Context: an optimization exercise on an open-source flow, tuned for small area, a short achievable clock period and few clock cycles. The choices shown serve that exercise and are no tape-out recipe. In this exercise RTL edits were held to simulation tests only and were not proved equivalent to the original. Power figures rest on the tool's default switching activity, not on a simulated workload.

==> flow/design.v <==
package oflow_pkg;
	localparam int COORD_W = 8;                 
	localparam int BBOX_W  = 4 * COORD_W;       
	localparam int X_LSB   = 0;                 
	localparam int Y_LSB   = X_LSB + COORD_W;
	localparam int W_LSB   = Y_LSB + COORD_W;
	localparam int H_LSB   = W_LSB + COORD_W;   
	localparam int WEIGHT_W = 4;
	localparam int COST_W   = 14;   
	localparam int ID_W       = 8;
	localparam int MAX_BBOXES = 8;                     
	localparam int IDX_W      = $clog2(MAX_BBOXES);
	localparam int CONF_W     = 8;                     
	localparam int CFG_ADDR_W = 3;
	localparam int CFG_DATA_W = 16;
	localparam logic [CFG_ADDR_W-1:0] CFG_WX  = 3'd0;
	localparam logic [CFG_ADDR_W-1:0] CFG_WY  = 3'd1;
	localparam logic [CFG_ADDR_W-1:0] CFG_WW  = 3'd2;
	localparam logic [CFG_ADDR_W-1:0] CFG_WH  = 3'd3;
	localparam logic [CFG_ADDR_W-1:0] CFG_THR = 3'd4;
	localparam logic [WEIGHT_W-1:0] WEIGHT_RST = 4'd1;    
	localparam logic [COST_W-1:0]   THR_RST    = 14'd64;
endpackage
`timescale 1ns/1ps
import oflow_pkg::*;
module oflow_weight_regs (
	input  logic                  clk,
	input  logic                  rst_i,
	input  logic                  cfg_we_i,
	input  logic [CFG_ADDR_W-1:0] cfg_addr_i,
	input  logic [CFG_DATA_W-1:0] cfg_data_i,
	output logic [WEIGHT_W-1:0]   w_wx,
	output logic [WEIGHT_W-1:0]   w_wy,
	output logic [WEIGHT_W-1:0]   w_ww,
	output logic [WEIGHT_W-1:0]   w_wh,
	output logic [COST_W-1:0]     w_thr
);
	always_ff @(posedge clk) begin
		if (rst_i) begin
			w_wx  <= WEIGHT_RST;
			w_wy  <= WEIGHT_RST;
			w_ww  <= WEIGHT_RST;
			w_wh  <= WEIGHT_RST;
			w_thr <= THR_RST;
		end else if (cfg_we_i) begin
			case (cfg_addr_i)
				CFG_WX:  w_wx  <= cfg_data_i[WEIGHT_W-1:0];
				CFG_WY:  w_wy  <= cfg_data_i[WEIGHT_W-1:0];
				CFG_WW:  w_ww  <= cfg_data_i[WEIGHT_W-1:0];
				CFG_WH:  w_wh  <= cfg_data_i[WEIGHT_W-1:0];
				CFG_THR: w_thr <= cfg_data_i[COST_W-1:0];
				default: begin
				end
			endcase
		end
	end
endmodule
`timescale 1ns/1ps
import oflow_pkg::*;
module oflow_frame_mem (
	input  logic                         clk,
	input  logic                         rst_i,
	input  logic                         wr_i,       
	input  logic [BBOX_W-1:0]            wr_bbox_i,
	input  logic                         swap_i,     
	output logic [MAX_BBOXES-1:0][BBOX_W-1:0] prev_bbox_o,
	output logic [MAX_BBOXES-1:0]        prev_valid_o
);
	logic [MAX_BBOXES-1:0][BBOX_W-1:0] cur_bbox;
	logic [MAX_BBOXES-1:0]             cur_valid;   
	always_ff @(posedge clk) begin
		if (rst_i) begin
			cur_valid    <= '0;
			prev_valid_o <= '0;
		end else if (swap_i) begin
			cur_valid    <= '0;
			prev_valid_o <= cur_valid;
		end else if (wr_i) begin
			cur_valid    <= {cur_valid[MAX_BBOXES-2:0], 1'b1};   
		end
	end
	logic [MAX_BBOXES-1:0] slot;
	assign slot = ~cur_valid & {cur_valid[MAX_BBOXES-2:0], 1'b1};
	always_ff @(posedge clk) begin
		for (int i = 0; i < MAX_BBOXES; i++) begin
			if (wr_i && slot[i])
				cur_bbox[i] <= wr_bbox_i;
		end
	end
	always_ff @(posedge clk) begin
		if (swap_i)
			prev_bbox_o <= cur_bbox;
	end
endmodule
`timescale 1ns/1ps
import oflow_pkg::*;
module oflow_match_pe (
	input  logic                clk,
	input  logic [BBOX_W-1:0]   new_bbox_i,
	input  logic [BBOX_W-1:0]   rec_bbox_n_i,   
	input  logic [WEIGHT_W-1:0] wn_x_i,   
	input  logic [WEIGHT_W-1:0] wn_y_i,   
	input  logic [WEIGHT_W-1:0] wn_w_i,   
	input  logic [WEIGHT_W-1:0] wn_h_i,   
	output logic [COST_W-1:0]   sum_a_o,
	output logic [COST_W-1:0]   sum_b_o
);
	logic [COORD_W-1:0] a_x, b_x, t_x, e_x, qb_x, wn_x;
	logic [COORD_W:1]   k_x;   
	logic               nc_x, qc_x;
	assign a_x = new_bbox_i[X_LSB +: COORD_W];
	assign b_x = rec_bbox_n_i[X_LSB +: COORD_W];
	assign t_x[0]   = ~(a_x[0] ^ b_x[0]);
	assign k_x[1]   = a_x[0] | b_x[0];
	oflow_fa u_x1 (.a_i(a_x[1]), .b_i(b_x[1]), .c_i(k_x[1]), .s_o(t_x[1]), .c_o(k_x[2]));
	oflow_fa u_x2 (.a_i(a_x[2]), .b_i(b_x[2]), .c_i(k_x[2]), .s_o(t_x[2]), .c_o(k_x[3]));
	oflow_fa u_x3 (.a_i(a_x[3]), .b_i(b_x[3]), .c_i(k_x[3]), .s_o(t_x[3]), .c_o(k_x[4]));
	oflow_fa u_x4 (.a_i(a_x[4]), .b_i(b_x[4]), .c_i(k_x[4]), .s_o(t_x[4]), .c_o(k_x[5]));
	oflow_fa u_x5 (.a_i(a_x[5]), .b_i(b_x[5]), .c_i(k_x[5]), .s_o(t_x[5]), .c_o(k_x[6]));
	oflow_fa u_x6 (.a_i(a_x[6]), .b_i(b_x[6]), .c_i(k_x[6]), .s_o(t_x[6]), .c_o(k_x[7]));
	oflow_fa u_x7 (.a_i(a_x[7]), .b_i(b_x[7]), .c_i(k_x[7]), .s_o(t_x[7]), .c_o(k_x[8]));
	assign nc_x = ~k_x[COORD_W];   
	assign e_x  = t_x ^ {COORD_W{nc_x}};
	logic [COORD_W-1:0] a_y, b_y, t_y, e_y, qb_y, wn_y;
	logic [COORD_W:1]   k_y;   
	logic               nc_y, qc_y;
	assign a_y = new_bbox_i[Y_LSB +: COORD_W];
	assign b_y = rec_bbox_n_i[Y_LSB +: COORD_W];
	assign t_y[0]   = ~(a_y[0] ^ b_y[0]);
	assign k_y[1]   = a_y[0] | b_y[0];
	oflow_fa u_y1 (.a_i(a_y[1]), .b_i(b_y[1]), .c_i(k_y[1]), .s_o(t_y[1]), .c_o(k_y[2]));
	oflow_fa u_y2 (.a_i(a_y[2]), .b_i(b_y[2]), .c_i(k_y[2]), .s_o(t_y[2]), .c_o(k_y[3]));
	oflow_fa u_y3 (.a_i(a_y[3]), .b_i(b_y[3]), .c_i(k_y[3]), .s_o(t_y[3]), .c_o(k_y[4]));
	oflow_fa u_y4 (.a_i(a_y[4]), .b_i(b_y[4]), .c_i(k_y[4]), .s_o(t_y[4]), .c_o(k_y[5]));
	oflow_fa u_y5 (.a_i(a_y[5]), .b_i(b_y[5]), .c_i(k_y[5]), .s_o(t_y[5]), .c_o(k_y[6]));
	oflow_fa u_y6 (.a_i(a_y[6]), .b_i(b_y[6]), .c_i(k_y[6]), .s_o(t_y[6]), .c_o(k_y[7]));
	oflow_fa u_y7 (.a_i(a_y[7]), .b_i(b_y[7]), .c_i(k_y[7]), .s_o(t_y[7]), .c_o(k_y[8]));
	assign nc_y = ~k_y[COORD_W];   
	assign e_y  = t_y ^ {COORD_W{nc_y}};
	logic [COORD_W-1:0] a_w, b_w, t_w, e_w, qb_w, wn_w;
	logic [COORD_W:1]   k_w;   
	logic               nc_w, qc_w;
	assign a_w = new_bbox_i[W_LSB +: COORD_W];
	assign b_w = rec_bbox_n_i[W_LSB +: COORD_W];
	assign t_w[0]   = ~(a_w[0] ^ b_w[0]);
	assign k_w[1]   = a_w[0] | b_w[0];
	oflow_fa u_w1 (.a_i(a_w[1]), .b_i(b_w[1]), .c_i(k_w[1]), .s_o(t_w[1]), .c_o(k_w[2]));
	oflow_fa u_w2 (.a_i(a_w[2]), .b_i(b_w[2]), .c_i(k_w[2]), .s_o(t_w[2]), .c_o(k_w[3]));
	oflow_fa u_w3 (.a_i(a_w[3]), .b_i(b_w[3]), .c_i(k_w[3]), .s_o(t_w[3]), .c_o(k_w[4]));
	oflow_fa u_w4 (.a_i(a_w[4]), .b_i(b_w[4]), .c_i(k_w[4]), .s_o(t_w[4]), .c_o(k_w[5]));
	oflow_fa u_w5 (.a_i(a_w[5]), .b_i(b_w[5]), .c_i(k_w[5]), .s_o(t_w[5]), .c_o(k_w[6]));
	oflow_fa u_w6 (.a_i(a_w[6]), .b_i(b_w[6]), .c_i(k_w[6]), .s_o(t_w[6]), .c_o(k_w[7]));
	oflow_fa u_w7 (.a_i(a_w[7]), .b_i(b_w[7]), .c_i(k_w[7]), .s_o(t_w[7]), .c_o(k_w[8]));
	assign nc_w = ~k_w[COORD_W];   
	assign e_w  = t_w ^ {COORD_W{nc_w}};
	logic [COORD_W-1:0] a_h, b_h, t_h, e_h, qb_h, wn_h;
	logic [COORD_W:1]   k_h;   
	logic               nc_h, qc_h;
	assign a_h = new_bbox_i[H_LSB +: COORD_W];
	assign b_h = rec_bbox_n_i[H_LSB +: COORD_W];
	assign t_h[0]   = ~(a_h[0] ^ b_h[0]);
	assign k_h[1]   = a_h[0] | b_h[0];
	oflow_fa u_h1 (.a_i(a_h[1]), .b_i(b_h[1]), .c_i(k_h[1]), .s_o(t_h[1]), .c_o(k_h[2]));
	oflow_fa u_h2 (.a_i(a_h[2]), .b_i(b_h[2]), .c_i(k_h[2]), .s_o(t_h[2]), .c_o(k_h[3]));
	oflow_fa u_h3 (.a_i(a_h[3]), .b_i(b_h[3]), .c_i(k_h[3]), .s_o(t_h[3]), .c_o(k_h[4]));
	oflow_fa u_h4 (.a_i(a_h[4]), .b_i(b_h[4]), .c_i(k_h[4]), .s_o(t_h[4]), .c_o(k_h[5]));
	oflow_fa u_h5 (.a_i(a_h[5]), .b_i(b_h[5]), .c_i(k_h[5]), .s_o(t_h[5]), .c_o(k_h[6]));
	oflow_fa u_h6 (.a_i(a_h[6]), .b_i(b_h[6]), .c_i(k_h[6]), .s_o(t_h[6]), .c_o(k_h[7]));
	oflow_fa u_h7 (.a_i(a_h[7]), .b_i(b_h[7]), .c_i(k_h[7]), .s_o(t_h[7]), .c_o(k_h[8]));
	assign nc_h = ~k_h[COORD_W];   
	assign e_h  = t_h ^ {COORD_W{nc_h}};
	always_ff @(posedge clk) begin
		qb_x <= ~e_x;
		qc_x <= ~nc_x;
		qb_y <= ~e_y;
		qc_y <= ~nc_y;
		qb_w <= ~e_w;
		qc_w <= ~nc_w;
		qb_h <= ~e_h;
		qc_h <= ~nc_h;
	end
	assign wn_x = wn_x_i;
	assign wn_y = wn_y_i;
	assign wn_w = wn_w_i;
	assign wn_h = wn_h_i;
	logic t1, t2, t3, t4, t5, t6, t7, t8, t9, t10, t11, t12, t13, t14, t15, t16, t17, t18, t19, t20, t21, t22, t23, t24, t25, t26, t27, t28, t29, t30, t31, t32, t33, t34, t35, t36, t37, t38, t39, t40, t41, t42, t43, t44, t45, t46, t47, t48, t49, t50, t51, t52, t53, t54, t55, t56, t57, t58, t59, t60, t61, t62, t63, t64, t65, t66, t67, t68, t69, t70, t71, t72, t73, t74, t75, t76, t77, t78, t79, t80, t81, t82, t83, t84, t85, t86, t87, t88, t89, t90, t91, t92, t93, t94, t95, t96, t97, t98, t99, t100, t101, t102, t103, t104, t105, t106, t107, t108, t109, t110, t111, t112, t113, t114, t115, t116, t117, t118, t119, t120, t121, t122, t123, t124, t125, t126, t127, t128, t129, t130, t131, t132, t133, t134, t135, t136, t137, t138, t139, t140, t141, t142, t143, t144, t145, t146, t147, t148, t149, t150, t151, t152, t153, t154, t155, t156, t157, t158, t159, t160, t161, t162, t163, t164, t165, t166, t167, t168, t169, t170, t171, t172, t173, t174, t175, t176, t177, t178, t179, t180, t181, t182, t183, t184, t185, t186, t187, t188, t189, t190, t191, t192, t193, t194, t195, t196, t197, t198, t199, t200, t201, t202, t203, t204, t205, t206, t207, t208, t209, t210, t211, t212, t213, t214, t215, t216, t217, t218, t219, t220, t221, t222, t223, t224, t225, t226, t227, t228, t229, t230, t231, t232, t233, t234, t235, t236, t237, t238, t239, t240, t241, t242, t243, t244, t245, t246, t247, t248, t249, t250, t251, t252, t253, t254, t255, t256, t257, t258, t259, t260, t261, t262, t263, t264;
	oflow_fa u_t1 (.a_i(~(wn_x[0] | qb_x[2])), .b_i(~(wn_x[1] | qb_x[1])), .c_i(~(wn_x[2] | qb_x[0])), .s_o(t1), .c_o(t2));
	oflow_fa u_t3 (.a_i(~(wn_x[2] | qc_x)), .b_i(~(wn_x[3] | qc_x)), .c_i(~(wn_x[3] | qc_x)), .s_o(t3), .c_o(t4));
	oflow_ha u_t5 (.a_i(~(wn_y[0] | qb_y[2])), .b_i(~(wn_y[1] | qb_y[1])), .s_o(t5), .c_o(t6));
	oflow_fa u_t7 (.a_i(~(wn_x[0] | qb_x[3])), .b_i(~(wn_x[1] | qb_x[2])), .c_i(~(wn_x[2] | qb_x[1])), .s_o(t7), .c_o(t8));
	oflow_fa u_t9 (.a_i(~(wn_x[3] | qb_x[0])), .b_i(~(wn_y[0] | qb_y[3])), .c_i(~(wn_y[1] | qb_y[2])), .s_o(t9), .c_o(t10));
	oflow_fa u_t11 (.a_i(~(wn_y[2] | qb_y[1])), .b_i(~(wn_y[3] | qb_y[0])), .c_i(~(wn_y[3] | qc_y)), .s_o(t11), .c_o(t12));
	oflow_fa u_t13 (.a_i(~(wn_w[0] | qb_w[3])), .b_i(~(wn_w[1] | qb_w[2])), .c_i(~(wn_w[2] | qb_w[1])), .s_o(t13), .c_o(t14));
	oflow_ha u_t15 (.a_i(~(wn_w[3] | qb_w[0])), .b_i(~(wn_w[3] | qc_w)), .s_o(t15), .c_o(t16));
	oflow_fa u_t17 (.a_i(~(wn_x[0] | qb_x[4])), .b_i(~(wn_x[1] | qb_x[3])), .c_i(~(wn_x[2] | qb_x[2])), .s_o(t17), .c_o(t18));
	oflow_fa u_t19 (.a_i(~(wn_x[3] | qb_x[1])), .b_i(~(wn_y[0] | qb_y[4])), .c_i(~(wn_y[1] | qb_y[3])), .s_o(t19), .c_o(t20));
	oflow_fa u_t21 (.a_i(~(wn_y[2] | qb_y[2])), .b_i(~(wn_y[3] | qb_y[1])), .c_i(~(wn_w[0] | qb_w[4])), .s_o(t21), .c_o(t22));
	oflow_fa u_t23 (.a_i(~(wn_w[1] | qb_w[3])), .b_i(~(wn_w[2] | qb_w[2])), .c_i(~(wn_w[3] | qb_w[1])), .s_o(t23), .c_o(t24));
	oflow_fa u_t25 (.a_i(~(wn_x[0] | qb_x[5])), .b_i(~(wn_x[1] | qb_x[4])), .c_i(~(wn_x[2] | qb_x[3])), .s_o(t25), .c_o(t26));
	oflow_fa u_t27 (.a_i(~(wn_x[3] | qb_x[2])), .b_i(~(wn_y[0] | qb_y[5])), .c_i(~(wn_y[1] | qb_y[4])), .s_o(t27), .c_o(t28));
	oflow_fa u_t29 (.a_i(~(wn_y[2] | qb_y[3])), .b_i(~(wn_y[3] | qb_y[2])), .c_i(~(wn_w[0] | qb_w[5])), .s_o(t29), .c_o(t30));
	oflow_ha u_t31 (.a_i(~(wn_w[1] | qb_w[4])), .b_i(~(wn_w[2] | qb_w[3])), .s_o(t31), .c_o(t32));
	oflow_fa u_t33 (.a_i(~(wn_x[0] | qb_x[6])), .b_i(~(wn_x[1] | qb_x[5])), .c_i(~(wn_x[2] | qb_x[4])), .s_o(t33), .c_o(t34));
	oflow_fa u_t35 (.a_i(~(wn_x[3] | qb_x[3])), .b_i(~(wn_y[0] | qb_y[6])), .c_i(~(wn_y[1] | qb_y[5])), .s_o(t35), .c_o(t36));
	oflow_fa u_t37 (.a_i(~(wn_y[2] | qb_y[4])), .b_i(~(wn_y[3] | qb_y[3])), .c_i(~(wn_w[0] | qb_w[6])), .s_o(t37), .c_o(t38));
	oflow_ha u_t39 (.a_i(~(wn_w[1] | qb_w[5])), .b_i(~(wn_w[2] | qb_w[4])), .s_o(t39), .c_o(t40));
	oflow_fa u_t41 (.a_i(~(wn_x[0] | qb_x[7])), .b_i(~(wn_x[1] | qb_x[6])), .c_i(~(wn_x[2] | qb_x[5])), .s_o(t41), .c_o(t42));
	oflow_fa u_t43 (.a_i(~(wn_x[3] | qb_x[4])), .b_i(~(wn_y[0] | qb_y[7])), .c_i(~(wn_y[1] | qb_y[6])), .s_o(t43), .c_o(t44));
	oflow_fa u_t45 (.a_i(~(wn_y[2] | qb_y[5])), .b_i(~(wn_y[3] | qb_y[4])), .c_i(~(wn_w[0] | qb_w[7])), .s_o(t45), .c_o(t46));
	oflow_ha u_t47 (.a_i(~(wn_w[1] | qb_w[6])), .b_i(~(wn_w[2] | qb_w[5])), .s_o(t47), .c_o(t48));
	oflow_fa u_t49 (.a_i(~(wn_x[1] | qb_x[7])), .b_i(~(wn_x[2] | qb_x[6])), .c_i(~(wn_x[3] | qb_x[5])), .s_o(t49), .c_o(t50));
	oflow_ha u_t51 (.a_i(~(wn_y[1] | qb_y[7])), .b_i(~(wn_y[2] | qb_y[6])), .s_o(t51), .c_o(t52));
	oflow_fa u_t53 (.a_i(~(wn_x[0] | qb_x[1])), .b_i(~(wn_x[1] | qb_x[0])), .c_i(~(wn_x[1] | qc_x)), .s_o(t53), .c_o(t54));
	oflow_ha u_t55 (.a_i(~(wn_y[0] | qb_y[1])), .b_i(~(wn_y[1] | qb_y[0])), .s_o(t55), .c_o(t56));
	oflow_fa u_t57 (.a_i(t1), .b_i(t3), .c_i(t5), .s_o(t57), .c_o(t58));
	oflow_fa u_t59 (.a_i(~(wn_y[2] | qb_y[0])), .b_i(~(wn_y[2] | qc_y)), .c_i(~(wn_w[0] | qb_w[2])), .s_o(t59), .c_o(t60));
	oflow_fa u_t61 (.a_i(~(wn_w[1] | qb_w[1])), .b_i(~(wn_w[2] | qb_w[0])), .c_i(~(wn_w[2] | qc_w)), .s_o(t61), .c_o(t62));
	oflow_fa u_t63 (.a_i(t2), .b_i(t4), .c_i(t6), .s_o(t63), .c_o(t64));
	oflow_fa u_t65 (.a_i(t7), .b_i(t9), .c_i(t11), .s_o(t65), .c_o(t66));
	oflow_fa u_t67 (.a_i(t13), .b_i(t15), .c_i(~(wn_h[0] | qb_h[3])), .s_o(t67), .c_o(t68));
	oflow_ha u_t69 (.a_i(~(wn_h[1] | qb_h[2])), .b_i(~(wn_h[2] | qb_h[1])), .s_o(t69), .c_o(t70));
	oflow_fa u_t71 (.a_i(t8), .b_i(t10), .c_i(t12), .s_o(t71), .c_o(t72));
	oflow_fa u_t73 (.a_i(t14), .b_i(t16), .c_i(t17), .s_o(t73), .c_o(t74));
	oflow_fa u_t75 (.a_i(t19), .b_i(t21), .c_i(t23), .s_o(t75), .c_o(t76));
	oflow_fa u_t77 (.a_i(~(wn_h[0] | qb_h[4])), .b_i(~(wn_h[1] | qb_h[3])), .c_i(~(wn_h[2] | qb_h[2])), .s_o(t77), .c_o(t78));
	oflow_fa u_t79 (.a_i(t18), .b_i(t20), .c_i(t22), .s_o(t79), .c_o(t80));
	oflow_fa u_t81 (.a_i(t24), .b_i(t25), .c_i(t27), .s_o(t81), .c_o(t82));
	oflow_fa u_t83 (.a_i(t29), .b_i(t31), .c_i(~(wn_w[3] | qb_w[2])), .s_o(t83), .c_o(t84));
	oflow_fa u_t85 (.a_i(~(wn_h[0] | qb_h[5])), .b_i(~(wn_h[1] | qb_h[4])), .c_i(~(wn_h[2] | qb_h[3])), .s_o(t85), .c_o(t86));
	oflow_fa u_t87 (.a_i(t26), .b_i(t28), .c_i(t30), .s_o(t87), .c_o(t88));
	oflow_fa u_t89 (.a_i(t32), .b_i(t33), .c_i(t35), .s_o(t89), .c_o(t90));
	oflow_fa u_t91 (.a_i(t37), .b_i(t39), .c_i(~(wn_w[3] | qb_w[3])), .s_o(t91), .c_o(t92));
	oflow_fa u_t93 (.a_i(~(wn_h[0] | qb_h[6])), .b_i(~(wn_h[1] | qb_h[5])), .c_i(~(wn_h[2] | qb_h[4])), .s_o(t93), .c_o(t94));
	oflow_fa u_t95 (.a_i(t34), .b_i(t36), .c_i(t38), .s_o(t95), .c_o(t96));
	oflow_fa u_t97 (.a_i(t40), .b_i(t41), .c_i(t43), .s_o(t97), .c_o(t98));
	oflow_fa u_t99 (.a_i(t45), .b_i(t47), .c_i(~(wn_w[3] | qb_w[4])), .s_o(t99), .c_o(t100));
	oflow_fa u_t101 (.a_i(~(wn_h[0] | qb_h[7])), .b_i(~(wn_h[1] | qb_h[6])), .c_i(~(wn_h[2] | qb_h[5])), .s_o(t101), .c_o(t102));
	oflow_fa u_t103 (.a_i(t42), .b_i(t44), .c_i(t46), .s_o(t103), .c_o(t104));
	oflow_fa u_t105 (.a_i(t48), .b_i(t49), .c_i(t51), .s_o(t105), .c_o(t106));
	oflow_fa u_t107 (.a_i(~(wn_y[3] | qb_y[5])), .b_i(~(wn_w[1] | qb_w[7])), .c_i(~(wn_w[2] | qb_w[6])), .s_o(t107), .c_o(t108));
	oflow_fa u_t109 (.a_i(~(wn_w[3] | qb_w[5])), .b_i(~(wn_h[1] | qb_h[7])), .c_i(~(wn_h[2] | qb_h[6])), .s_o(t109), .c_o(t110));
	oflow_fa u_t111 (.a_i(t50), .b_i(t52), .c_i(~(wn_x[2] | qb_x[7])), .s_o(t111), .c_o(t112));
	oflow_fa u_t113 (.a_i(~(wn_x[3] | qb_x[6])), .b_i(~(wn_y[2] | qb_y[7])), .c_i(~(wn_y[3] | qb_y[6])), .s_o(t113), .c_o(t114));
	oflow_ha u_t115 (.a_i(~(wn_w[2] | qb_w[7])), .b_i(~(wn_w[3] | qb_w[6])), .s_o(t115), .c_o(t116));
	oflow_fa u_t117 (.a_i(~(wn_x[0] | qb_x[0])), .b_i(~(wn_x[0] | qc_x)), .c_i(~(wn_y[0] | qb_y[0])), .s_o(t117), .c_o(t118));
	oflow_fa u_t119 (.a_i(t53), .b_i(t55), .c_i(~(wn_y[1] | qc_y)), .s_o(t119), .c_o(t120));
	oflow_fa u_t121 (.a_i(~(wn_w[0] | qb_w[1])), .b_i(~(wn_w[1] | qb_w[0])), .c_i(~(wn_w[1] | qc_w)), .s_o(t121), .c_o(t122));
	oflow_fa u_t123 (.a_i(t54), .b_i(t56), .c_i(t57), .s_o(t123), .c_o(t124));
	oflow_fa u_t125 (.a_i(t59), .b_i(t61), .c_i(~(wn_h[0] | qb_h[2])), .s_o(t125), .c_o(t126));
	oflow_ha u_t127 (.a_i(~(wn_h[1] | qb_h[1])), .b_i(~(wn_h[2] | qb_h[0])), .s_o(t127), .c_o(t128));
	oflow_fa u_t129 (.a_i(t58), .b_i(t60), .c_i(t62), .s_o(t129), .c_o(t130));
	oflow_fa u_t131 (.a_i(t63), .b_i(t65), .c_i(t67), .s_o(t131), .c_o(t132));
	oflow_fa u_t133 (.a_i(t69), .b_i(~(wn_h[3] | qb_h[0])), .c_i(~(wn_h[3] | qc_h)), .s_o(t133), .c_o(t134));
	oflow_fa u_t135 (.a_i(t64), .b_i(t66), .c_i(t68), .s_o(t135), .c_o(t136));
	oflow_fa u_t137 (.a_i(t70), .b_i(t71), .c_i(t73), .s_o(t137), .c_o(t138));
	oflow_fa u_t139 (.a_i(t75), .b_i(t77), .c_i(~(wn_h[3] | qb_h[1])), .s_o(t139), .c_o(t140));
	oflow_fa u_t141 (.a_i(t72), .b_i(t74), .c_i(t76), .s_o(t141), .c_o(t142));
	oflow_fa u_t143 (.a_i(t78), .b_i(t79), .c_i(t81), .s_o(t143), .c_o(t144));
	oflow_fa u_t145 (.a_i(t83), .b_i(t85), .c_i(~(wn_h[3] | qb_h[2])), .s_o(t145), .c_o(t146));
	oflow_fa u_t147 (.a_i(t80), .b_i(t82), .c_i(t84), .s_o(t147), .c_o(t148));
	oflow_fa u_t149 (.a_i(t86), .b_i(t87), .c_i(t89), .s_o(t149), .c_o(t150));
	oflow_fa u_t151 (.a_i(t91), .b_i(t93), .c_i(~(wn_h[3] | qb_h[3])), .s_o(t151), .c_o(t152));
	oflow_fa u_t153 (.a_i(t88), .b_i(t90), .c_i(t92), .s_o(t153), .c_o(t154));
	oflow_fa u_t155 (.a_i(t94), .b_i(t95), .c_i(t97), .s_o(t155), .c_o(t156));
	oflow_fa u_t157 (.a_i(t99), .b_i(t101), .c_i(~(wn_h[3] | qb_h[4])), .s_o(t157), .c_o(t158));
	oflow_fa u_t159 (.a_i(t96), .b_i(t98), .c_i(t100), .s_o(t159), .c_o(t160));
	oflow_fa u_t161 (.a_i(t102), .b_i(t103), .c_i(t105), .s_o(t161), .c_o(t162));
	oflow_fa u_t163 (.a_i(t107), .b_i(t109), .c_i(~(wn_h[3] | qb_h[5])), .s_o(t163), .c_o(t164));
	oflow_fa u_t165 (.a_i(t104), .b_i(t106), .c_i(t108), .s_o(t165), .c_o(t166));
	oflow_fa u_t167 (.a_i(t110), .b_i(t111), .c_i(t113), .s_o(t167), .c_o(t168));
	oflow_fa u_t169 (.a_i(t115), .b_i(~(wn_h[2] | qb_h[7])), .c_i(~(wn_h[3] | qb_h[6])), .s_o(t169), .c_o(t170));
	oflow_fa u_t171 (.a_i(t112), .b_i(t114), .c_i(t116), .s_o(t171), .c_o(t172));
	oflow_fa u_t173 (.a_i(~(wn_x[3] | qb_x[7])), .b_i(~(wn_y[3] | qb_y[7])), .c_i(~(wn_w[3] | qb_w[7])), .s_o(t173), .c_o(t174));
	oflow_fa u_t175 (.a_i(t117), .b_i(~(wn_y[0] | qc_y)), .c_i(~(wn_w[0] | qb_w[0])), .s_o(t175), .c_o(t176));
	oflow_fa u_t177 (.a_i(t118), .b_i(t119), .c_i(t121), .s_o(t177), .c_o(t178));
	oflow_ha u_t179 (.a_i(~(wn_h[0] | qb_h[1])), .b_i(~(wn_h[1] | qb_h[0])), .s_o(t179), .c_o(t180));
	oflow_fa u_t181 (.a_i(t120), .b_i(t122), .c_i(t123), .s_o(t181), .c_o(t182));
	oflow_fa u_t183 (.a_i(t125), .b_i(t127), .c_i(~(wn_h[2] | qc_h)), .s_o(t183), .c_o(t184));
	oflow_fa u_t185 (.a_i(t124), .b_i(t126), .c_i(t128), .s_o(t185), .c_o(t186));
	oflow_fa u_t187 (.a_i(t129), .b_i(t131), .c_i(t133), .s_o(t187), .c_o(t188));
	oflow_fa u_t189 (.a_i(t130), .b_i(t132), .c_i(t134), .s_o(t189), .c_o(t190));
	oflow_fa u_t191 (.a_i(t135), .b_i(t137), .c_i(t139), .s_o(t191), .c_o(t192));
	oflow_fa u_t193 (.a_i(t136), .b_i(t138), .c_i(t140), .s_o(t193), .c_o(t194));
	oflow_fa u_t195 (.a_i(t141), .b_i(t143), .c_i(t145), .s_o(t195), .c_o(t196));
	oflow_fa u_t197 (.a_i(t142), .b_i(t144), .c_i(t146), .s_o(t197), .c_o(t198));
	oflow_fa u_t199 (.a_i(t147), .b_i(t149), .c_i(t151), .s_o(t199), .c_o(t200));
	oflow_fa u_t201 (.a_i(t148), .b_i(t150), .c_i(t152), .s_o(t201), .c_o(t202));
	oflow_fa u_t203 (.a_i(t153), .b_i(t155), .c_i(t157), .s_o(t203), .c_o(t204));
	oflow_fa u_t205 (.a_i(t154), .b_i(t156), .c_i(t158), .s_o(t205), .c_o(t206));
	oflow_fa u_t207 (.a_i(t159), .b_i(t161), .c_i(t163), .s_o(t207), .c_o(t208));
	oflow_fa u_t209 (.a_i(t160), .b_i(t162), .c_i(t164), .s_o(t209), .c_o(t210));
	oflow_fa u_t211 (.a_i(t165), .b_i(t167), .c_i(t169), .s_o(t211), .c_o(t212));
	oflow_fa u_t213 (.a_i(t166), .b_i(t168), .c_i(t170), .s_o(t213), .c_o(t214));
	oflow_fa u_t215 (.a_i(t171), .b_i(t173), .c_i(~(wn_h[3] | qb_h[7])), .s_o(t215), .c_o(t216));
	oflow_ha u_t217 (.a_i(t175), .b_i(~(wn_w[0] | qc_w)), .s_o(t217), .c_o(t218));
	oflow_fa u_t219 (.a_i(t176), .b_i(t177), .c_i(t179), .s_o(t219), .c_o(t220));
	oflow_fa u_t221 (.a_i(t178), .b_i(t180), .c_i(t181), .s_o(t221), .c_o(t222));
	oflow_fa u_t223 (.a_i(t182), .b_i(t184), .c_i(t185), .s_o(t223), .c_o(t224));
	oflow_fa u_t225 (.a_i(t186), .b_i(t188), .c_i(t189), .s_o(t225), .c_o(t226));
	oflow_fa u_t227 (.a_i(t190), .b_i(t192), .c_i(t193), .s_o(t227), .c_o(t228));
	oflow_fa u_t229 (.a_i(t194), .b_i(t196), .c_i(t197), .s_o(t229), .c_o(t230));
	oflow_fa u_t231 (.a_i(t198), .b_i(t200), .c_i(t201), .s_o(t231), .c_o(t232));
	oflow_fa u_t233 (.a_i(t202), .b_i(t204), .c_i(t205), .s_o(t233), .c_o(t234));
	oflow_fa u_t235 (.a_i(t206), .b_i(t208), .c_i(t209), .s_o(t235), .c_o(t236));
	oflow_fa u_t237 (.a_i(t210), .b_i(t212), .c_i(t213), .s_o(t237), .c_o(t238));
	oflow_fa u_t239 (.a_i(t214), .b_i(t216), .c_i(t172), .s_o(t239), .c_o(t240));
	oflow_ha u_t241 (.a_i(t217), .b_i(~(wn_h[0] | qb_h[0])), .s_o(t241), .c_o(t242));
	oflow_fa u_t243 (.a_i(t218), .b_i(t219), .c_i(~(wn_h[1] | qc_h)), .s_o(t243), .c_o(t244));
	oflow_fa u_t245 (.a_i(t220), .b_i(t221), .c_i(t183), .s_o(t245), .c_o(t246));
	oflow_fa u_t247 (.a_i(t222), .b_i(t223), .c_i(t187), .s_o(t247), .c_o(t248));
	oflow_fa u_t249 (.a_i(t224), .b_i(t225), .c_i(t191), .s_o(t249), .c_o(t250));
	oflow_fa u_t251 (.a_i(t226), .b_i(t227), .c_i(t195), .s_o(t251), .c_o(t252));
	oflow_fa u_t253 (.a_i(t228), .b_i(t229), .c_i(t199), .s_o(t253), .c_o(t254));
	oflow_fa u_t255 (.a_i(t230), .b_i(t231), .c_i(t203), .s_o(t255), .c_o(t256));
	oflow_fa u_t257 (.a_i(t232), .b_i(t233), .c_i(t207), .s_o(t257), .c_o(t258));
	oflow_fa u_t259 (.a_i(t234), .b_i(t235), .c_i(t211), .s_o(t259), .c_o(t260));
	oflow_fa u_t261 (.a_i(t236), .b_i(t237), .c_i(t215), .s_o(t261), .c_o(t262));
	oflow_fa u_t263 (.a_i(t238), .b_i(t239), .c_i(t174), .s_o(t263), .c_o(t264));
	logic [COST_W-1:0] row_a, row_b;
	assign row_a = {1'b0, t264, t262, t260, t258, t256, t254, t252, t250, t248, t246, t244, t242, t241};
	assign row_b = {1'b0, t240, t263, t261, t259, t257, t255, t253, t251, t249, t247, t245, t243, ~(wn_h[0] | qc_h)};
	always_ff @(posedge clk) begin
		sum_a_o <= row_a;
		sum_b_o <= row_b;
	end
endmodule
module oflow_fa (
	input  logic a_i,
	input  logic b_i,
	input  logic c_i,
	output logic s_o,
	output logic c_o
);
	assign s_o = a_i ^ b_i ^ c_i;
	assign c_o = (a_i & b_i) | (a_i & c_i) | (b_i & c_i);
endmodule
module oflow_ha (
	input  logic a_i,
	input  logic b_i,
	output logic s_o,
	output logic c_o
);
	assign s_o = a_i ^ b_i;
	assign c_o = a_i & b_i;
endmodule
`timescale 1ns/1ps
import oflow_pkg::*;
module oflow_track_ctrl (
	input  logic              clk,
	input  logic              rst_i,
	input  logic              box_i,      
	input  logic              end_i,      
	input  logic [IDX_W-1:0]  best_i,     
	input  logic              hit_i,      
	output logic              id_valid_o,
	output logic [ID_W-1:0]   id_o,
	output logic              frame_done_o,
	output logic [CONF_W-1:0] conflict_cnt_o
);
	logic [MAX_BBOXES-1:0][ID_W-1:0] cur_id;
	logic [MAX_BBOXES-1:0][ID_W-1:0] prev_id;
	logic [MAX_BBOXES-1:0]           cur_used;   
	logic [MAX_BBOXES-1:0]           claim;      
	logic [ID_W-1:0]                 next_id;    
	logic [CONF_W-1:0]               conf_cnt;
	logic                            reuse;
	logic                            conflict;
	logic [ID_W-1:0]                 id;
	logic [MAX_BBOXES-1:0]           slot;
	assign reuse    = box_i && hit_i && !claim[best_i];
	assign conflict = box_i && hit_i && claim[best_i];   
	assign id       = reuse ? prev_id[best_i] : next_id;
	assign slot     = ~cur_used & {cur_used[MAX_BBOXES-2:0], 1'b1};
	always_ff @(posedge clk) begin
		if (rst_i) begin
			id_valid_o     <= 1'b0;
			frame_done_o   <= 1'b0;
			claim          <= '0;
			cur_used       <= '0;
			next_id        <= ID_W'(1);   
			conf_cnt       <= '0;
		end else begin
			id_valid_o   <= box_i;
			frame_done_o <= end_i;
			if (end_i) begin
				claim    <= '0;
				cur_used <= '0;
			end else if (box_i) begin
				if (reuse)
					claim[best_i] <= 1'b1;
				else
					next_id <= (next_id == '1) ? ID_W'(1) : next_id + 1'b1;   
				if (conflict && (conf_cnt != '1))
					conf_cnt <= conf_cnt + 1'b1;   
				cur_used <= {cur_used[MAX_BBOXES-2:0], 1'b1};
			end
		end
	end
	always_ff @(posedge clk) begin
		id_o           <= id;
		conflict_cnt_o <= conf_cnt;
	end
	always_ff @(posedge clk) begin
		for (int i = 0; i < MAX_BBOXES; i++) begin
			if (box_i && slot[i])
				cur_id[i] <= id;
		end
		if (end_i)
			prev_id <= cur_id;
	end
endmodule
`timescale 1ns/1ps
import oflow_pkg::*;
module oflow_core (
	input  logic                  clk,
	input  logic                  rst_i,
	input  logic                  cfg_we_i,
	input  logic [CFG_ADDR_W-1:0] cfg_addr_i,
	input  logic [CFG_DATA_W-1:0] cfg_data_i,
	input  logic                  bbox_valid_i,
	input  logic [BBOX_W-1:0]     bbox_i,
	input  logic                  frame_end_i,
	output logic                  ready_o,
	output logic                  id_valid_o,
	output logic [ID_W-1:0]       id_o,
	output logic                  frame_done_o,
	output logic [CONF_W-1:0]     conflict_cnt_o
);
	logic [WEIGHT_W-1:0] w_wx;
	logic [WEIGHT_W-1:0] w_wy;
	logic [WEIGHT_W-1:0] w_ww;
	logic [WEIGHT_W-1:0] w_wh;
	logic [COST_W-1:0]   w_thr;
	oflow_weight_regs oflow_weight_regs (
		.clk        (clk),
		.rst_i      (rst_i),
		.cfg_we_i   (cfg_we_i),
		.cfg_addr_i (cfg_addr_i),
		.cfg_data_i (cfg_data_i),
		.w_wx       (w_wx),
		.w_wy       (w_wy),
		.w_ww       (w_ww),
		.w_wh       (w_wh),
		.w_thr      (w_thr)
	);
	logic [6:1] st_box, st_end;
	logic              ready_q;
	logic [BBOX_W-1:0] s1_bbox;
	always_ff @(posedge clk) begin
		if (rst_i) begin
			ready_q <= 1'b0;
			st_box  <= '0;
			st_end  <= '0;
		end else begin
			ready_q   <= 1'b1;
			st_box[1] <= ready_q && bbox_valid_i && !frame_end_i;   
			st_end[1] <= ready_q && frame_end_i;
			st_box[6:2] <= st_box[5:1];
			st_end[6:2] <= st_end[5:1];
		end
	end
	always_ff @(posedge clk) begin
		s1_bbox <= bbox_i;
	end
	assign ready_o = ready_q;
	logic [MAX_BBOXES-1:0][BBOX_W-1:0] prev_bbox;
	logic [MAX_BBOXES-1:0]             prev_valid;
	oflow_frame_mem oflow_frame_mem (
		.clk          (clk),
		.rst_i        (rst_i),
		.wr_i         (st_box[1]),
		.wr_bbox_i    (~s1_bbox),   
		.swap_i       (st_end[1]),
		.prev_bbox_o  (prev_bbox),
		.prev_valid_o (prev_valid)
	);
	logic [MAX_BBOXES-1:0][COST_W-1:0] s3_sum_a, s3_sum_b;
	logic [MAX_BBOXES-1:0]             s2_valid, s3_valid;
	for (genvar i = 0; i < MAX_BBOXES; i++) begin : g_pe
		oflow_match_pe oflow_match_pe (
			.clk        (clk),
			.new_bbox_i (s1_bbox),
			.rec_bbox_n_i (prev_bbox[i]),
			.wn_x_i     (~w_wx),
			.wn_y_i     (~w_wy),
			.wn_w_i     (~w_ww),
			.wn_h_i     (~w_wh),
			.sum_a_o    (s3_sum_a[i]),
			.sum_b_o    (s3_sum_b[i])
		);
	end
	always_ff @(posedge clk) begin
		s2_valid <= prev_valid;
		s3_valid <= s2_valid;
	end
	logic [MAX_BBOXES-1:0][COST_W-1:0] cost;
	logic [3:0][COST_W-1:0]            s4_cost;
	logic [3:0]                        s4_idx;
	logic                              s4_any;
	for (genvar i = 0; i < MAX_BBOXES; i++) begin : g_cost
		assign cost[i] = s3_valid[i] ? (s3_sum_a[i] + s3_sum_b[i]) : '1;
	end
	always_ff @(posedge clk) begin
		for (int i = 0; i < 4; i++) begin
			s4_idx[i]  <= (cost[2*i+1] < cost[2*i]);
			s4_cost[i] <= (cost[2*i+1] < cost[2*i]) ? cost[2*i+1] : cost[2*i];
		end
		s4_any <= s3_valid[0];   
	end
	logic [1:0][COST_W-1:0] l2_cost;
	logic [1:0][1:0]        l2_idx;
	logic [IDX_W-1:0]       best;
	logic [3:0]             under;
	logic [IDX_W-1:0]       s5_best;
	logic                   s5_hit;
	for (genvar i = 0; i < 2; i++) begin : g_l2
		logic right;
		assign right      = (s4_cost[2*i+1] < s4_cost[2*i]);
		assign l2_idx[i]  = right ? {1'b1, s4_idx[2*i+1]} : {1'b0, s4_idx[2*i]};
		assign l2_cost[i] = right ? s4_cost[2*i+1] : s4_cost[2*i];
	end
	assign best = (l2_cost[1] < l2_cost[0]) ? {1'b1, l2_idx[1]} : {1'b0, l2_idx[0]};
	for (genvar i = 0; i < 4; i++) begin : g_thr
		assign under[i] = (s4_cost[i] <= w_thr);
	end
	always_ff @(posedge clk) begin
		s5_best <= best;
		s5_hit  <= s4_any && (|under);
	end
	oflow_track_ctrl oflow_track_ctrl (
		.clk            (clk),
		.rst_i          (rst_i),
		.box_i          (st_box[5]),
		.end_i          (st_end[5]),
		.best_i         (s5_best),
		.hit_i          (s5_hit),
		.id_valid_o     (id_valid_o),
		.id_o           (id_o),
		.frame_done_o   (frame_done_o),
		.conflict_cnt_o (conflict_cnt_o)
	);
endmodule
==> flow/flow/run.sh <==
#!/bin/bash
set -euo pipefail
cd "$(dirname "$0")/.."
MARGIN=$(cat flow/margin.txt)
bash standard.sh SETUP_SLACK_MARGIN="$MARGIN" finish > flow_make.log 2>&1
==> flow/flow/margin.txt <==
7.5
==> flow/standard.sh <==
#!/bin/bash
# synth_recipe.tcl (not shown) runs the flow's synth.tcl, then flattens the netlist and writes it again
# the make line also repeats each setting of config.mk as NAME=value (left out here)
make -C /OpenROAD-flow-scripts/flow DESIGN_CONFIG=/design/flow/config.mk WORK_HOME=/design/flow/orfs CLKGATE_MAP_FILE= SYNTH_SCRIPT=/design/flow/synth_recipe.tcl "${@:-finish}"
==> flow/config.mk <==
export PLATFORM = sky130hd
export DESIGN_NAME = oflow_core
export DESIGN_NICKNAME = oflow_core
export VERILOG_FILES = /design/flow/design.v
export SDC_FILE = /design/flow/constraint.sdc
export NUM_CORES = 4
export LEC_CHECK = 0
export CAP_MARGIN = 20
export CORE_MARGIN = 2
export CORE_UTILIZATION = 40
export SLEW_MARGIN = 20
export SYNTH_HIERARCHICAL = 1
export SYNTH_MINIMUM_KEEP_SIZE = 0
==> flow/constraint.sdc <==
create_clock -name core_clock -period 11.0 [get_ports {clk}]
set_input_delay 2.2000 -clock core_clock [delete_from_list [all_inputs] [get_ports {clk}]]
set_output_delay 2.2000 -clock core_clock [all_outputs]
set_load 0.01 [all_outputs]
==> results of run 1 <==
timing repair:
item,4_1_cts,5_1_grt
resized for setup,1760,364
pin swaps,898,432
buffers inserted,308,52
gates cloned,74,4
hold buffers,0,0
setup endpoints to repair,559,535
modules after synthesis, one instance, submodules excluded:
module             times used  flip-flops and latches
oflow_track_ctrl            1                     178
oflow_core                  1                     124
oflow_weight_regs           1                      30
oflow_frame_mem             1                     528
oflow_ha                  104                       0
oflow_fa                 1176                       0
oflow_match_pe              8                      62
worst max-delay path by stage:
stage / slack [ns] / startpoint / cells after the start / end
after detailed placement: 5.79 / g_pe[3].oflow_match_pe.sum_a_o[0] / 17 / s4_cost[22]
final: 6.95 / oflow_weight_regs.w_wx[2] / 11 / g_pe[7].oflow_match_pe.sum_b_o[9]
after global routing: 6.82 / g_pe[6].oflow_match_pe.sum_a_o[0] / 16 / s4_cost[53]
after CTS: 6.93 / g_pe[3].oflow_match_pe.sum_b_o[0] / 20 / s4_cost[27]
after floorplan: 7.37 / g_pe[3].oflow_match_pe.sum_a_o[0] / 17 / s4_cost[22]
after global placement: 5.90 / g_pe[3].oflow_match_pe.sum_a_o[0] / 17 / s4_cost[22]
kinds of logic after synthesis:
group | synth area share
XOR/XNOR | 0.0375
other | 0.000379
AO/OA/AOI/OAI | 0.0373
buffers and inverters | 0.0296
flip-flops | 0.423
AND/OR/NAND/NOR | 0.0911
multiplexers | 0.0196
adder cells (fa/ha/maj) | 0.361
synth_stat cells (all sizes together) (42+ instances only):
cell type	count	area, sq um
mux2i	88	881
edfxtp	640	19200
a21oi	109	572
ha	392	4900
nand2b	66	413
nor2	1308	4920
buf	202	1290
a21o	46	345
dfxtp	716	14300
a31oi	42	278
fa	1184	23700
inv	248	931
xnor2	75	657
o21ai	84	432
nand2	128	480
xor2	264	2310
nor2b	49	307
power groups by stage:
stage | Sequential, mW | Clock [mW] | Combinational (mW)
CTS | 6.41 | 5.30 | 6.03
floorplan | 6.25 | 0 | 3.73
global route | 6.51 | 5.53 | 7.06
detailed placement | 6.48 | 0 | 5.26
global placement | 6.47 | 0 | 5.11
finish | 6.46 | 5.24 | 6.35
per-layer routing:
| layer | share of wire | up-vias | global-route usage |
|---|---|---|---|
| met5 | 0.00014 | - | 0 |
| met3 | 0.093 | 771 | 0.0620 |
| met2 | 0.45 | 2502 | 0.399 |
| met1 | 0.38 | 25900 | 0.318 |
| li1 | - | 21000 | - |
| met4 | 0.073 | 6 | 0.151 |
worst reg2reg max path, delay by kind of cell (launching register included):
| kind | cells | cell delay, ns |
|---|---|---|
| fa+ha+maj | 6 | 2.94 |
| buf+inv | 4 | 0.61 |
| flops | 1 | 0.39 |
| simple gates | 1 | 0.04 |
stage by stage:
step            util  hold WS [ns]  cell area, sq um  instances  worst slack, ns
4_1_cts        0.501         0.325             98700       9239             6.93
3_3_place_gp   0.423         0.313             83300       8578             5.90
2_1_floorplan      -         0.310             80600       6057             7.37
5_1_grt        0.512         0.328            101000       9300             6.82
3_5_place_dp   0.423         0.315             83300       8579             5.79
6_report       0.512         0.325            101000       9311             6.95
registers in the layout (all words and copies together), names as in the netlist, 14 cells and up:
register and count:
g_pe.oflow_match_pe.qb_x 64, g_pe.oflow_match_pe.qb_h 64, oflow_frame_mem.prev_bbox_o 256, g_pe.oflow_match_pe.sum_a_o 104
g_pe.oflow_match_pe.qb_w 64, oflow_track_ctrl.prev_id 64, s1_bbox 32, g_pe.oflow_match_pe.qb_y 64
g_pe.oflow_match_pe.sum_b_o 104, s4_cost 56, oflow_frame_mem.cur_bbox 256, oflow_weight_regs.w_thr 14
oflow_track_ctrl.cur_id 64
final cells by class:
class | instances | area [sq um] | area share
sequential | 1356 | 33700 | 0.334
antenna | 12 | 30.0 | 0.000298
tap | 2640 | 3300 | 0.0327
timing repair inverter | 16 | 284 | 0.00281
timing repair buffer | 532 | 7260 | 0.0720
multi-input combinational | 4228 | 49700 | 0.493
clock inverter | 77 | 955 | 0.00946
clock buffer | 201 | 4250 | 0.0421
inverter | 249 | 1370 | 0.0136
==> out/metrics.cfg, run 1 <==
[sta]
fmax_mhz=247
setup-tns-final_ns=0
setup_violations=0
slew_headroom=0.221
min_period_ns=4.05
worst_pin_slew_ns=1.17
skew_ns=0.0666
timing.final.hold_violations=0
post-route-period-util=0.368
rsz0062_at_grt=yes
drv_slew=0

[flow_run]
max_cap_viol_count=0

[drt]
ant_nets=0
drc_errors=0
dr.pass1.iters=6
wl_per_cell_um=27.7
vias_per_cell=5.38
drt-initial-drc-count=4766
wirelength_um=258000
route.vias.total=50100

[power]
p_leak_nw=39.8
total_power_mw=18.1
netSwitchingFraction=0.347
power_switching_mw=6.27
p_comb_frac=0.352
peakVddDrop_mv=0.157
p_per_area_nw_per_um2=179
p_clk_frac=0.290
p_int_mw=11.8
seqPwrFrac=0.358

[clock_network]
numCtsBuffers=149
cts_tree=done
root_buffer=clkbuf_16
clk_pin_slew_worst_paths_ns=0.06
clock_latency_ns=0.83
cts.htree.levels=4
cts.sink_count=1356
clock_path_buffers=3

[finish]
fillers=16200
syn_to_final_growth_pct=27.4
finalNetCount=8164
layout_commonest_cell=nor2_1
layout-drive-gt1-share=0.360
layout_common_cells=nor2_1 (969), fa_2 (794), edfxtp_1 (640)

[worst_setup_path]
timing.rr.end=g_pe[7].oflow_match_pe.sum_b_o[9]
worstPathRequired_ns=11.71
rrSetupSlack_ns=6.95
cp_num_buf_inv=4
reg2reg_from=oflow_weight_regs.w_wx[2]
cpPeakStageDelay_ns=0.58
cp_max_fo=5
cp_cell_sequence=inv_16, buf_12, buf_16, buf_6, nor2_4, fa_2, fa_2, fa_2, fa_2, fa_2, fa_2
critical_path_class=reg2reg
crit_path_top_delay_cell=fa_2
worstRegToRegCells=11
cp-start-kind=flop
cp-end-kind=flop
worstPathArrival_ns=4.76
crit_family=adder cells
cp_common_cell=fa_2

[floorplanning]
start_util=0.402
core_sq_um=197000
num_io_pins=75
fp.dieW_um=449
dieArea_sq_um=202000
dieHeight_um=449
rows=163

[global_routing]
grt_overflow=0
grt_max_degree=159
antenna_found_initial=23
first_global_vias=53700
grt_pass1_wl_um=368000
grt_util_all_layers=0.254

[synth]
syn_area_sq_um=79200
synth-seq-cells=1356
yosysUniqueCellTypes=87
synth_edf_count=640
ys_seq_area_frac=0.423
synth_ff_type=dfxtp_1
synthArstFlopShare=0
synth_area_per_cell_sq_um=13.1
ys_warn_count=11
syn_inst=6049

[status]
status=complete, no violations

[place]
hpwl_um=155000
port_buffers=72
place_congestion=0.871

[min_path]
min_from=s2_valid[5]
hold_class=reg2reg
holdPathStages=0
hold_end=s3_valid[5]

Testbench counts, summed over its fixed seeds: cycles 3,851.
==> run 2: changes to the inputs <==
--- a/flow/design.v
+++ b/flow/design.v
@@ -511,5 +511,4 @@
 	logic [1:0][1:0]        l2_idx;
 	logic [IDX_W-1:0]       best;
-	logic [3:0]             under;
 	logic [IDX_W-1:0]       s5_best;
 	logic                   s5_hit;
@@ -521,6 +520,7 @@
 	end
 	assign best = (l2_cost[1] < l2_cost[0]) ? {1'b1, l2_idx[1]} : {1'b0, l2_idx[0]};
-	for (genvar i = 0; i < 4; i++) begin : g_thr
-		assign under[i] = (s4_cost[i] <= w_thr);
+	logic [1:0] under;
+	for (genvar i = 0; i < 2; i++) begin : g_thr
+		assign under[i] = (l2_cost[i] <= w_thr);
 	end
 	always_ff @(posedge clk) begin
==> flow/flow/margin.txt (replaced) <==
7.0
==> run 2 against run 1 <==
  * Hold slack gained 0.0038 ns
  * Critical path depth stayed put
  * Die area down 0.66%
  * Clock skew fell by 0.0074 ns
  * Sequential cell count did not move
  * Utilization shrank 3.7 points
  * Largest power group unchanged
==> out/metrics.cfg, run 2 <==
[drt]
drc_errors=0  ; unchanged
dr.pass1.iters=5  ; -1
drt-initial-drc-count=4698  ; -1.4%
route.vias.total=48400  ; -3.3%
wl_per_cell_um=26.8  ; -3.4%
vias_per_cell=5.32  ; -1.0%
wirelength_um=243000  ; -5.6%
ant_nets=0  ; unchanged

[sta]
min_period_ns=4.00  ; -0.0462 ns
timing.final.hold_violations=0  ; unchanged
slew_headroom=0.188  ; -0.0323
post-route-period-util=0.364  ; -0.00420
worst_pin_slew_ns=1.22  ; +0.0484 ns
fmax_mhz=250  ; +1.2%
drv_slew=0  ; unchanged
setup-tns-final_ns=0  ; unchanged
rsz0062_at_grt=yes
skew_ns=0.0592  ; -0.00740 ns
setup_violations=0  ; unchanged

[clock_network]
numCtsBuffers=149  ; unchanged
clock_latency_ns=0.80  ; -0.03 ns
root_buffer=clkbuf_16
postCtsHoldBufs=0  ; unchanged
clk_pin_slew_worst_paths_ns=0.06  ; about the same
cts.sink_count=1356  ; unchanged
cts_tree=done
clock_path_buffers=3  ; unchanged
cts.htree.levels=4  ; unchanged

[synth]
synth_edf_count=640  ; unchanged
syn_area_sq_um=78700  ; -0.66%
ys_seq_area_frac=0.426  ; +0.00282
synth_area_per_cell_sq_um=13.1  ; -0.30%
synthArstFlopShare=0  ; unchanged
synth-seq-cells=1356  ; unchanged
syn_inst=6027  ; -0.36%
synth_ff_type=dfxtp_1
yosysTopAreaCell=fa_1
synthTopCellsByArea=fa_1 (30%), edfxtp_1 (24%), dfxtp_1 (18%)
ys_warn_count=11  ; unchanged
synth_top_area_frac=0.301  ; +0.00199
yosysMostFrequentCell=nor2_1
synthTopCellsByCount=nor2_1 (1,307), fa_1 (1,184), dfxtp_1 (716), edfxtp_1 (640), ha_1 (364)
yosysUniqueCellTypes=93  ; +6.9%

[worst_setup_path]
critical_path_class=reg2reg
crit_family=adder cells
crit_path_top_delay_cell=fa_1
worstPathArrival_ns=4.65  ; -0.11 ns
worstPathRequired_ns=11.65  ; -0.06 ns
cp-end-kind=flop
cp_cell_sequence=inv_4, buf_12, buf_12, buf_16, nor2_2, fa_1, fa_1, fa_1, fa_2, fa_1, fa_1
cp_num_buf_inv=4  ; unchanged
cp_max_fo=7  ; +2
cp-start-kind=flop
cp_common_cell=fa_1
cpPeakStageDelay_ns=0.57  ; about the same

[finish]
layout-drive-gt1-share=0.179  ; -0.181
finalNetCount=7940  ; -2.7%
fillers=16900  ; +4.1%
syn_to_final_growth_pct=18.0
layout_commonest_cell=nor2_1
top_regs=oflow_frame_mem.cur_bbox: 256 flops, oflow_frame_mem.prev_bbox_o: 256 flops
fin_util=0.476  ; -0.0366
final_cells=9097  ; -2.3%
layout_common_cells=nor2_1 (1,167), fa_1 (947), dfxtp_1 (673)

[flow_run]
max_cap_viol_count=0  ; unchanged

[global_routing]
grt_pass1_wl_um=342000  ; -7.0%
grt_max_degree=164  ; +3.1%
grt_overflow=0  ; unchanged
antenna_found_initial=28  ; +22%
first_global_vias=50800  ; -5.4%
grt_util_all_layers=0.239  ; -0.0146

[floorplanning]
core_sq_um=195000  ; -0.92%
num_io_pins=75  ; unchanged
start_util=0.403  ; +0.00106
dieArea_sq_um=200000  ; -0.66%
fp.dieW_um=448  ; -0.33%
dieHeight_um=448  ; -0.33%
rows=162  ; -0.61%

[place]
placed_cells=8557  ; -0.26%
place_congestion=0.846  ; -2.9%
port_buffers=72  ; unchanged
hpwl_um=147000  ; -5.2%

[power]
p_per_area_nw_per_um2=179  ; +0.22%
peakVddDrop_mv=0.138  ; -12%
total_power_mw=16.6  ; -7.8%
p_leak_nw=38.7  ; -2.9%

[min_path]
hold_class=reg2reg

[status]
status=complete, no violations

run 2: cell count changes after synthesis, sizes merged, moves of 6 or more:
cell and change:
ha -28, nand2 +23, o21ai +22, mux2i -21, a21o -14, a31oi -13
nand3 -13, a211oi +10, o21a +9, xor2 -9, nor2b -8, and2 +7
inv +6, nand4 -6
run 2: cells by family after synthesis:
kind of cell / synth area share
AOI/OAI and AO/OA: 0.0381
other: 0.000382
DFF: 0.426
buffers and inverters: 0.0299
adders and majority gates: 0.359
and+or+nand+nor: 0.0920
xor gates and xnor gates: 0.0373
muxes: 0.0171
run 2: Yosys stat by module (local to each module, per instance), a selection:
module             area, sq um  flip-flops and latches
oflow_weight_regs         1290                      30
oflow_match_pe            2300                      62
oflow_fa                  20.0                       0
oflow_frame_mem          16000                     528
oflow_track_ctrl          6390                     178
oflow_core               11800                     124
run 2: per-layer routing:
layer | global-route usage | vias up | share of wire
met4 | 0.118 | 12 | 0.059
met1 | 0.307 | 25200 | 0.39
met2 | 0.381 | 2217 | 0.46
met3 | 0.0549 | 577 | 0.094
li1 | - | 20500 | -
met5 | 0 | - | 0.00028
run 2: worst paths after layout:
check                       startpoint                                 to  slack [ns]  cells after the start
min                        s2_valid[5]                        s3_valid[5]        0.33                      0
max reg2reg  oflow_weight_regs.w_wy[2]  g_pe[3].oflow_match_pe.sum_b_o[5]        7.00                     11
max          oflow_weight_regs.w_wy[2]  g_pe[3].oflow_match_pe.sum_b_o[5]        7.00                     11
min reg2reg                s2_valid[5]                        s3_valid[5]        0.33                      0
run 2: repair_timing:
action / in CTS / in global routing
endpoints found under the setup margin: 524 / 410
endpoints found under the hold margin: 0 / 0
gates resized for setup: 376 / 429
pin swaps: 72 / 184
gates cloned: 49 / 20
buffers inserted: 104 / 78
run 2: through the flow:
| step | hold WS [ns] | area, sq um | worst slack, ns |
|---|---|---|---|
| floorplan | 0.310 | 78700 | 7.01 |
| global placement | 0.313 | 81900 | 6.05 |
| detailed placement | 0.315 | 81900 | 6.05 |
| CTS | 0.329 | 90400 | 6.96 |
| global route | 0.340 | 92800 | 6.86 |
| finish | 0.329 | 92900 | 7.00 |
run 2: worst reg2reg max path, cell delays in order, from the launching register on:
cell and delay [ns]:
dfxtp_2 0.33, inv_4 0.08, buf_12 0.20, buf_12 0.15
buf_16 0.14, nor2_2 0.05, fa_1 0.57, fa_1 0.46
fa_1 0.47, fa_2 0.54, fa_1 0.43, fa_1 0.46
run 2: area by class of cell:
type | instances | area (sq um) | area share
repair buffers | 372 | 4940 | 0.0532
multi-input cells | 4199 | 45000 | 0.484
diodes | 13 | 32.5 | 0.000350
inverters | 254 | 1050 | 0.0113
flip-flops and latches | 1356 | 33600 | 0.362
well taps | 2624 | 3280 | 0.0354
clock inverters | 71 | 749 | 0.00807
repair inverters | 4 | 45.0 | 0.000485
clock buffers | 204 | 4170 | 0.0449
run 2: power by group:
part | switching (mW) | total (mW) | internal (mW)
clock | 2.19 | 5.01 | 2.82
sequential | 0.540 | 6.40 | 5.86
combinational | 2.86 | 5.24 | 2.38
Testbench counts of run 2, summed over its fixed seeds: cycles 3,851.

-- what the ideal ports hide --
In the flow no input, the clock included, has a driving cell. The finished layouts below were timed again as built, in two steps. Step 1: set_driving_cell puts a clkbuf_16 on clk and a buf_2 on each other input, an assumption about the parent block. Step 2 times the ports against the registers' clock, not the clock port: input delays grow and output delays shrink by t, the midpoint of the rising clock arrivals with the driver on. Three values: no drivers, after step 1, after step 2; two values: the first two.
run	shift t [ns]	slack for setup (ns)	worst setup path at the end	worst register clock-pin slew, ns
run 1	0.887	6.950 / 6.950 / 6.931	input to register	0.07 / 0.07
run 2	0.867	6.996 / 6.996 / 6.797	input to register	0.06 / 0.06
After both steps setup and hold are still met in every run listed. For run 2, which loses most, drivers alone change the setup slack by 0.000 ns; drivers and shift together by -0.199 ns.
